Context: an optimization exercise on an open-source flow, tuned for small area, a short achievable clock period and few clock cycles. The choices shown serve that exercise and are no tape-out recipe. Only simulation tests tie the RTL to the original design; equivalence was not proved. Power is estimated from default activity; no workload was simulated.

== lane 1 ==
Design dcache, start of the top module:
module dcache
(
   input  logic  CLK,
   input  logic  nRST,
   input  logic  dmemREN,
   input  logic  dmemWEN,
   input  dcachePkg::word_t dmemaddr,
   input  dcachePkg::word_t dmemstore,
   input  logic  halt,
   output logic  dhit,
   output dcachePkg::word_t dmemload,
   output logic  flushed,
   output logic  dREN,
   output logic  dWEN,
   output dcachePkg::word_t daddr,
   output dcachePkg::word_t dstore,
   input  logic  dwait,
   input  dcachePkg::word_t dload
);
Size: ~4100 cells after synthesis, roughly 1600 flip-flops, about 200 I/O pins.
make LEC_CHECK=0 CAP_MARGIN=20 CORE_MARGIN=2 CORE_UTILIZATION=50 PLACE_DENSITY=0.65 SETUP_SLACK_MARGIN=5 SLEW_MARGIN=20 TNS_END_PERCENT=0 finish   # period 9.0 ns
run.sh (not shown) runs the stock make flow with config.mk's settings and CLKGATE_MAP_FILE= SYNTH_SCRIPT=/design/flow/synth_recipe.tcl, a recipe that flattens the netlist after the stock synthesis.
Testbench counts of lane 1, summed over its fixed seeds: cycles 68,421.
Relative to lane 1, the following input files were edited for lane 2:
# lane 1
export LEC_CHECK = 0
export CAP_MARGIN = 20
export CORE_MARGIN = 2
export CORE_UTILIZATION = 50
export PLACE_DENSITY = 0.65
export SETUP_SLACK_MARGIN = 5
export SLEW_MARGIN = 20
export TNS_END_PERCENT = 0
create_clock -name core_clock -period 9.0 [get_ports {CLK}]
# lane 2
export LEC_CHECK = 0
export CAP_MARGIN = 20
export CORE_MARGIN = 2
export CORE_UTILIZATION = 50
export CTS_CLUSTER_DIAMETER = 100
export CTS_CLUSTER_SIZE = 20
export PLACE_DENSITY = 0.65
export SETUP_SLACK_MARGIN = 5
export SLEW_MARGIN = 20
export TNS_END_PERCENT = 0
create_clock -name core_clock -period 9.0 [get_ports {CLK}]
Notes after the runs:
Setup WNS lane 1 -> lane 2: better
Delta (lane 2 minus lane 1): wire length of the first global-routing pass now smaller, number of antenna violations at the first check in global routing up 3.
Input-level comparison between lane 3 and lane 2:
# lane 2
export LEC_CHECK = 0
export CAP_MARGIN = 20
export CORE_MARGIN = 2
export CORE_UTILIZATION = 50
export CTS_CLUSTER_DIAMETER = 100
export CTS_CLUSTER_SIZE = 20
export PLACE_DENSITY = 0.65
export SETUP_SLACK_MARGIN = 5
export SLEW_MARGIN = 20
export TNS_END_PERCENT = 0
create_clock -name core_clock -period 9.0 [get_ports {CLK}]
# lane 3
export LEC_CHECK = 0
export CAP_MARGIN = 20
export CORE_MARGIN = 2
export CORE_UTILIZATION = 50
export CTS_CLUSTER_DIAMETER = 100
export CTS_CLUSTER_SIZE = 20
export PLACE_DENSITY = 0.65
export SETUP_SLACK_MARGIN = 4.8
export SLEW_MARGIN = 20
export TNS_END_PERCENT = 100
create_clock -name core_clock -period 9.0 [get_ports {CLK}]
Notes after the runs:
Lane 3 reached the end of the flow, and the finished layout is clean on the timing, design-rule and antenna checks. Lane 2 finished every stage and its layout cleared the timing, design-rule and antenna checks. Comparing post-detailed-routing wire length for lane 3 and lane 2, the bigger number came from lane 2. A launching instance or port of the critical path of dmemaddr[3] is what lane 2 shows, while dload[17] belongs to lane 3. Lane 3 vs. lane 2: final area went down 290 um^2; number of antenna violations at the first check in global routing saw a decrease; layout clock buffer count moved up; overall power of the completed layout shows an increase of about 0.75%.

---

== indigo ==
dcache, a different RTL version from the one above (not shown whole).
Size in the first run: ~200 I/O pins.
Settings: LEC_CHECK=0, CAP_MARGIN=20, CORE_MARGIN=2, CORE_UTILIZATION=50, PLACE_DENSITY=0.65, SETUP_SLACK_MARGIN=5, SLEW_MARGIN=20, TNS_END_PERCENT=0; clock period 9.0 ns.
Testbench counts of indigo, summed over its fixed seeds: cycles 68,421.
Edits applied to the flow inputs when going from indigo to yarrow:
- an added CTS_BUF_LIST of sky130_fd_sc_hd__clkbuf_8
- a change of CORE_UTILIZATION from 50 to 60
- a change of PLACE_DENSITY from 0.65 to 0.7
[summary]
yarrow ended with more largest fanout on the critical path than indigo. yarrow — sequential power about 0.4% higher, indigo as reference. yarrow vs. indigo: met1 capacity usage during global routing picked up an extra 13 points, final critical-path setup slack now smaller, total number of vias increased by 2.7% relative to the old numbers. indigo → yarrow: largest stage delay on the critical path saw little to no change; final area now sits lower; total wire length rose about 2.4%; final critical-path share of the clock period rose by 2.2 points. Global-route usage in yarrow is 6.8 points higher than in indigo. Going from indigo to yarrow, number of cells upsized or downsized after cts shrank by more than a quarter.

---

== build 66 ==
dcache, a different RTL version from the one above (not shown whole).
Size in the first run: ~1600 flip-flops, about 200 I/O pins.
export LEC_CHECK = 0
export CAP_MARGIN = 20
export CORE_MARGIN = 2
export CORE_UTILIZATION = 60
export CTS_CLUSTER_DIAMETER = 100
export CTS_CLUSTER_SIZE = 20
export PLACE_DENSITY = 0.72
export SETUP_SLACK_MARGIN = 5
export SLEW_MARGIN = 20
export TNS_END_PERCENT = 0
create_clock -name core_clock -period 9.0 [get_ports {CLK}]
Testbench counts of build 66, summed over its fixed seeds: cycles 68,421.
The following lists how build 46 was set up differently from build 66:
==> flow/flow/run.sh (new file) <==
#!/bin/bash
# The standard layout, with two changes: clock tree synthesis adds no dummy
# loads and clusters up to 20 sinks per leaf buffer, and the resizer may
# pick any cell of the same function, not only ones of the same footprint.
set -e
export CTS_ARGS="-sink_clustering_enable -repair_clock_nets -dont_use_dummy_load -sink_clustering_size 20 -sink_clustering_max_diameter 100"
bash standard.sh MATCH_CELL_FOOTPRINT=0 finish > standard.log 2>&1
==> flow/standard.sh (new file) <==
#!/bin/bash
# synth_recipe.tcl (not shown) runs the flow's synth.tcl, then flattens the netlist and writes it again
# the make line also repeats each setting of config.mk as NAME=value (left out here)
make -C /OpenROAD-flow-scripts/flow DESIGN_CONFIG=/design/flow/config.mk WORK_HOME=/design/flow/orfs CLKGATE_MAP_FILE= SYNTH_SCRIPT=/design/flow/synth_recipe.tcl "${@:-finish}"
-- flow/config.mk --
<<< build 66, line 10
export CORE_UTILIZATION = 60
>>> build 46, line 10
export CORE_UTILIZATION = 50
<<< build 66, line 13
export PLACE_DENSITY = 0.72
>>> build 46, line 13
export PLACE_DENSITY = 0.65
removed: flow/run.sh
==> comparison <==
- Looking at the reports, build 46 completed the entire flow and the layout it produced met the timing, design-rule and antenna checks.
- Looking at slowest cell on the critical path, the sky130_fd_sc_hd__a222oi_1 result is from build 66; the sky130_fd_sc_hd__nor4_2 one comes from build 46.
- Going from build 66 to build 46, compound-cell area share of the yosys netlist saw little to no change, via count saw a decrease, final routed wirelength across all metal layers saw an increase, clock period minus final worst setup slack saw a decrease, worst endpoint required time saw a decrease.
- Build 46 and build 66 ended up with nearly the same area added between synthesis and finish.
- Going from build 66 to build 46, routed length on met3 has remained practically unchanged; setup slack after placement has decreased.
- A critical path endpoint of wordR[25] is what build 46 shows, while tagOutR[9] belongs to build 66.

---

Setup of run 1:
The RTL this note starts from:
==> flow/design.v <==
`default_nettype none
package dcachePkg;
   localparam int wordWidth  = 32;
   localparam int tagWidth   = 26;
   localparam int indexWidth = 3;
   localparam int numSets    = 8;
   localparam int byteBits   = 2;
   typedef logic [wordWidth-1:0]  word_t;
   typedef logic [tagWidth-1:0]   tag_t;
   typedef logic [indexWidth-1:0] index_t;
   typedef logic [2*wordWidth-1:0] block_t;      
   typedef enum logic [3:0] {
      idle,
      wbWord0,
      wbWord1,          
      fillWord0,
      fillWord1,        
      mergeFetch,       
      install,
      writeHit,
      respond,
      flushWay0Word0,
      flushWay0Word1,
      flushWay1Word0,
      flushWay1Word1,
      flushNext,
      flushed
   } cacheState_t;
endpackage
`default_nettype wire
`timescale 1ns/1ps
`default_nettype none
module dcache
(
   input  logic  CLK,
   input  logic  nRST,
   input  logic  dmemREN,
   input  logic  dmemWEN,
   input  dcachePkg::word_t dmemaddr,
   input  dcachePkg::word_t dmemstore,
   input  logic  halt,
   output logic  dhit,
   output dcachePkg::word_t dmemload,
   output logic  flushed,
   output logic  dREN,
   output logic  dWEN,
   output dcachePkg::word_t daddr,
   output dcachePkg::word_t dstore,
   input  logic  dwait,
   input  dcachePkg::word_t dload
);
   localparam logic [2:0] IDLE   = 3'd0,    
                          LOOK   = 3'd1,    
                          WB1    = 3'd2,    
                          RO     = 3'd3,    
                          RR     = 3'd4,    
                          FSTART = 3'd5,    
                          FW0    = 3'd6,    
                          FW1    = 3'd7;    
   logic [2:0]  state;
   logic        flushedR;
   logic        hitR, hitWayR, vwayR, vdirtyR;
   logic [4:0]  ent;                
   logic [25:0] atag;
   logic [2:0]  aidx;
   logic        off;
   logic        req;
   assign atag = dmemaddr[31:6];
   assign aidx = dmemaddr[5:3];
   assign off  = dmemaddr[2];
   assign req  = dmemREN | dmemWEN;
   logic [25:0] tagArr  [16];
   logic [31:0] dataArr [32];
   logic [15:0] validArr;
   logic [15:0] dirtyArr;
   logic [7:0]  lruArr;             
   logic [7:0]  setDirty;
   logic [2:0]  fs;
   logic        fw, anyDirty;
   assign setDirty = dirtyArr[7:0] | dirtyArr[15:8];
   assign anyDirty = |setDirty;
   always_comb
   begin
      fs = 3'd0;
      for (int s = 7; s >= 0; s--)
         if (setDirty[s])
            fs = 3'(s);
   end
   assign fw = !dirtyArr[{1'b0, fs}];
   logic       flushing;
   logic [7:0] asel, fsel, isel;
   assign flushing = state[2] && (state[1] || state[0]);
   assign fsel     = setDirty & ~(setDirty - 8'd1);           
   always_comb
      for (int s = 0; s < 8; s++)
         asel[s] = (aidx == 3'(s));
   assign isel = flushing ? fsel : asel;
   logic [25:0] t0, t1;
   always_comb
   begin
      t0 = '0;
      t1 = '0;
      for (int s = 0; s < 8; s++)
      begin
         t0 = t0 | (tagArr[s]     & {26{isel[s]}});
         t1 = t1 | (tagArr[8 + s] & {26{isel[s]}});
      end
   end
   logic [15:0] tagEq;
   always_comb
      for (int e = 0; e < 16; e++)
         tagEq[e] = validArr[e] && (tagArr[e] == atag);
   logic [7:0] victimDirty;
   always_comb
      for (int s = 0; s < 8; s++)
         victimDirty[s] = lruArr[s] ? dirtyArr[8 + s] : dirtyArr[s];
   logic match0, match1, hit, lru, vdirty;
   assign match0 = |(tagEq[7:0] & asel);
   assign match1 = |(tagEq[15:8] & asel);
   assign hit    = match0 || match1;
   assign lru    = |(lruArr & asel);
   assign vdirty = |(victimDirty & asel);
   logic [31:0] w00, w01, w10, w11;    
   always_comb
   begin
      w00 = '0;
      w01 = '0;
      w10 = '0;
      w11 = '0;
      for (int s = 0; s < 8; s++)
      begin
         w00 = w00 | (dataArr[{1'b0, 3'(s), 1'b0}] & {32{isel[s]}});
         w01 = w01 | (dataArr[{1'b0, 3'(s), 1'b1}] & {32{isel[s]}});
         w10 = w10 | (dataArr[{1'b1, 3'(s), 1'b0}] & {32{isel[s]}});
         w11 = w11 | (dataArr[{1'b1, 3'(s), 1'b1}] & {32{isel[s]}});
      end
   end
   logic [31:0] esel;
   logic [15:0] bsel;
   always_comb
   begin
      for (int e = 0; e < 32; e++)
         esel[e] = (ent == 5'(e));
      for (int b = 0; b < 16; b++)
         bsel[b] = esel[2*b] | esel[2*b + 1];
   end
   logic [31:0] wordR;
   logic look;
   logic dRENR, dWENR, lookHitR, cplR, rrR;
   logic [25:0] tagOutR;
   assign look = (state == LOOK);
   assign dWEN   = dWENR;
   assign dREN   = dRENR;
   assign daddr  = {tagOutR, ent[3:0], 2'b00};
   assign dstore = wordR;
   logic fetchDone, missLast;
   assign fetchDone = !dwait && dRENR;
   assign missLast  = !dwait && cplR;              
   assign dhit     = req && (lookHitR || missLast);
   assign dmemload = rrR ? dload : wordR;
   assign flushed  = flushedR;
   logic [2:0] nextState;
   always_comb
   begin
      nextState = state;
      case (state)
         IDLE:
            if (halt)
               nextState = FSTART;
            else if (req)
               nextState = LOOK;
         LOOK:
            if (hitR)
               nextState = IDLE;
            else if (!dwait)
               nextState = vdirtyR ? WB1 : (dmemWEN ? IDLE : RR);
         WB1:
            if (!dwait)
               nextState = RO;
         RO:
            if (!dwait)
               nextState = dmemWEN ? IDLE : RR;
         RR:
            if (!dwait)
               nextState = IDLE;
         FSTART:
            if (anyDirty)
               nextState = FW0;
         FW0:
            if (!dwait)
               nextState = FW1;
         default:
            if (!dwait)
               nextState = FSTART;
      endcase
   end
   logic curHit, curDirty, nextWB, nextRd;
   assign curHit   = (state == IDLE) ? hit : hitR;
   assign curDirty = (state == IDLE) ? vdirty : vdirtyR;
   assign nextWB   = (nextState == LOOK && !curHit && curDirty) ||
                     nextState == WB1 || nextState == FW0 || nextState == FW1;
   assign nextRd   = (nextState == LOOK && !curHit && !curDirty) ||
                     nextState == RO || nextState == RR;
   always_ff @(posedge CLK, negedge nRST)
   begin
      if (!nRST)
      begin
         state    <= IDLE;
         flushedR <= 1'b0;
         dWENR    <= 1'b0;
         dRENR    <= 1'b0;
         lookHitR <= 1'b0;
         cplR     <= 1'b0;
         rrR      <= 1'b0;
      end
      else
      begin
         state    <= nextState;
         if (state == FSTART && !anyDirty)
            flushedR <= 1'b1;
         dWENR    <= nextWB;
         dRENR    <= nextRd;
         lookHitR <= (state == IDLE) && nextState == LOOK && hit;
         cplR     <= (((nextState == LOOK && !curHit && !curDirty) || nextState == RO) && dmemWEN) ||
                     nextState == RR;
         rrR      <= (nextState == RR);
      end
   end
   always_ff @(posedge CLK)
      tagOutR <= nextWB ? ((flushing ? fw : lru) ? t1 : t0) : atag;
   logic rdWay, rdWord;
   logic [31:0] rdW0, rdW1;
   always_comb
   begin
      rdWay  = fw;
      rdWord = 1'b1;
      case (state)
         IDLE:
         begin
            rdWay  = !match0 && (match1 || lru);
            rdWord = off;
         end
         LOOK:
         begin
            rdWay  = vwayR;
            rdWord = dwait ? off : !off;
         end
         WB1:
         begin
            rdWay  = vwayR;
            rdWord = !off;
         end
         FSTART:
            rdWord = 1'b0;
         FW0:
            rdWord = !dwait;
         default: ;
      endcase
   end
   assign rdW0 = rdWord ? w01 : w00;
   assign rdW1 = rdWord ? w11 : w10;
   always_ff @(posedge CLK)
      wordR <= rdWay ? rdW1 : rdW0;
   always_ff @(posedge CLK)
   begin
      if (state == IDLE)
      begin
         hitR    <= hit;
         hitWayR <= !match0;
         vwayR   <= lru;
         vdirtyR <= vdirty;
      end
      case (state)
         IDLE:
            ent <= hit ? {!match0, aidx, off} : {lru, aidx, vdirty ? off : !off};
         LOOK:
            if (!dwait)
               ent <= {vwayR, aidx, vdirtyR ? !off : off};
         WB1:
            if (!dwait)
               ent <= {vwayR, aidx, !off};
         RO:
            if (!dwait)
               ent <= {vwayR, aidx, off};
         FSTART:
            ent <= {fw, fs, 1'b0};
         FW0:
            if (!dwait)
               ent <= {fw, fs, 1'b1};
         default: ;
      endcase
   end
   logic hitWrite, storeMiss, done;
   logic [31:0] wdata0, wdata1;
   assign hitWrite  = lookHitR && dmemWEN;
   assign storeMiss = missLast && dmemWEN;             
   assign done      = missLast;
   assign wdata0    = (dmemWEN && !off) ? dmemstore : dload;
   assign wdata1    = (dmemWEN &&  off) ? dmemstore : dload;
   always_ff @(posedge CLK)
   begin
      for (int e = 0; e < 32; e++)
         if ((esel[e] && (fetchDone || hitWrite)) || (esel[e ^ 1] && storeMiss))
            dataArr[e] <= e[0] ? wdata1 : wdata0;
      for (int b = 0; b < 16; b++)
         if (done && b[3] == vwayR && asel[b % 8])
            tagArr[b] <= atag;
   end
   always_ff @(posedge CLK, negedge nRST)
   begin
      if (!nRST)
      begin
         validArr <= '0;
         dirtyArr <= '0;
         lruArr   <= '0;
      end
      else
      begin
         for (int b = 0; b < 16; b++)
         begin
            if (done && b[3] == vwayR && asel[b % 8])
            begin
               validArr[b] <= 1'b1;
               dirtyArr[b] <= dmemWEN;
            end
            if (hitWrite && bsel[b])
               dirtyArr[b] <= 1'b1;
            if (state == FW1 && !dwait && bsel[b])
               dirtyArr[b] <= 1'b0;
         end
         for (int s = 0; s < 8; s++)
            if (asel[s])
            begin
               if (done)
                  lruArr[s] <= !vwayR;
               if (lookHitR)
                  lruArr[s] <= !hitWayR;
            end
      end
   end
endmodule
`default_nettype wire
Settings: LEC_CHECK=0, CAP_MARGIN=20, CORE_MARGIN=2, CORE_UTILIZATION=50, CTS_CLUSTER_DIAMETER=100, CTS_CLUSTER_SIZE=20, PLACE_DENSITY=0.65, SETUP_SLACK_MARGIN=5, SLEW_MARGIN=20, TNS_END_PERCENT=0; clock period 9.0 ns.
standard.sh (not shown) runs the stock make flow with config.mk's settings and CLKGATE_MAP_FILE= SYNTH_SCRIPT=/design/flow/synth_recipe.tcl, a recipe that flattens the netlist after the stock synthesis.
==> flow/flow/run.sh <==
#!/bin/bash
# The standard layout, with clock tree synthesis told not to add dummy
# loads for skew balancing and to cluster up to 20 sinks per leaf buffer.
set -e
export CTS_ARGS="-sink_clustering_enable -repair_clock_nets -dont_use_dummy_load -sink_clustering_size 20 -sink_clustering_max_diameter 100"
bash standard.sh > standard.log 2>&1
Testbench counts of run 1, summed over its fixed seeds: cycles 68,421.
## Diff of input files: run 2 against run 1
==> flow/run.sh (new file) <==
#!/bin/bash
# synth_recipe.tcl (not shown) runs the flow's synth.tcl, then flattens the netlist and writes it again
# the make line also repeats each setting of config.mk as NAME=value (left out here)
make -C /OpenROAD-flow-scripts/flow DESIGN_CONFIG=/design/flow/config.mk WORK_HOME=/design/flow/orfs CLKGATE_MAP_FILE= SYNTH_SCRIPT=/design/flow/synth_recipe.tcl finish
removed: flow/flow/run.sh
removed: flow/standard.sh
- In terms of ratio of final minimum period to clock period, run 1 and run 2 differ only marginally.
- Run 1: all stages complete, timing, DRC and antenna checks passed
- Run 2 | status: complete | timing, DRC, antenna: pass
- Compared with run 1, in run 2 final design area excluding fillers shows an increase of 0.38%; later-pin clock latency in the skew report shows no meaningful change; post-CTS repair timing setup buffer count shows a reduction of 2.

## port drivers added, routing unchanged
In the flow no input, the clock included, has a driving cell. The finished layouts below were timed again as built, in two steps.
Step 1, drivers: a clkbuf_16 drives CLK and a buf_2 each remaining input, both assumed.
Step 2 also shifts input and output timing later by t, the mid clock arrival at the registers, as if the neighbouring blocks saw the same clock.
Slacks: no drivers / after step 1 / after step 2; pairs: no drivers / after step 1.
run | t, ns | setup WS [ns] | worst hold slack (ns) | worst register clock-pin slew, ns
lane 1 | 0.867 | 4.724 / 4.762 / 3.895 | 0.500 / 0.500 / 0.500 | 0.07 / 0.07
lane 2 | 0.795 | 4.742 / 4.715 / 3.919 | 0.508 / 0.508 / 0.508 | 0.10 / 0.10
lane 3 | 0.797 | 4.755 / 4.735 / 3.984 | 0.514 / 0.514 / 0.514 | 0.10 / 0.10
indigo | 0.856 | 4.470 / 4.486 / 3.665 | 0.472 / 0.472 / 0.472 | 0.07 / 0.07
yarrow | 1.008 | 4.275 / 4.299 / 3.313 | 0.473 / 0.473 / 0.473 | 0.07 / 0.07
build 66 | 0.774 | 4.742 / 4.768 / 3.993 | 0.477 / 0.477 / 0.477 | 0.09 / 0.09
build 46 | 0.750 | 4.798 / 4.751 / 4.095 | 0.474 / 0.474 / 0.474 | 0.09 / 0.09
run 1 | 0.750 | 4.800 / 4.754 / 4.093 | 0.469 / 0.469 / 0.469 | 0.09 / 0.09
run 2 | 0.776 | 4.807 / 4.747 / 4.125 | 0.473 / 0.473 / 0.473 | 0.10 / 0.10
After both steps every run listed still meets setup and hold. For yarrow, which loses most, drivers alone change the setup slack by +0.024 ns; drivers and shift together by -0.962 ns.
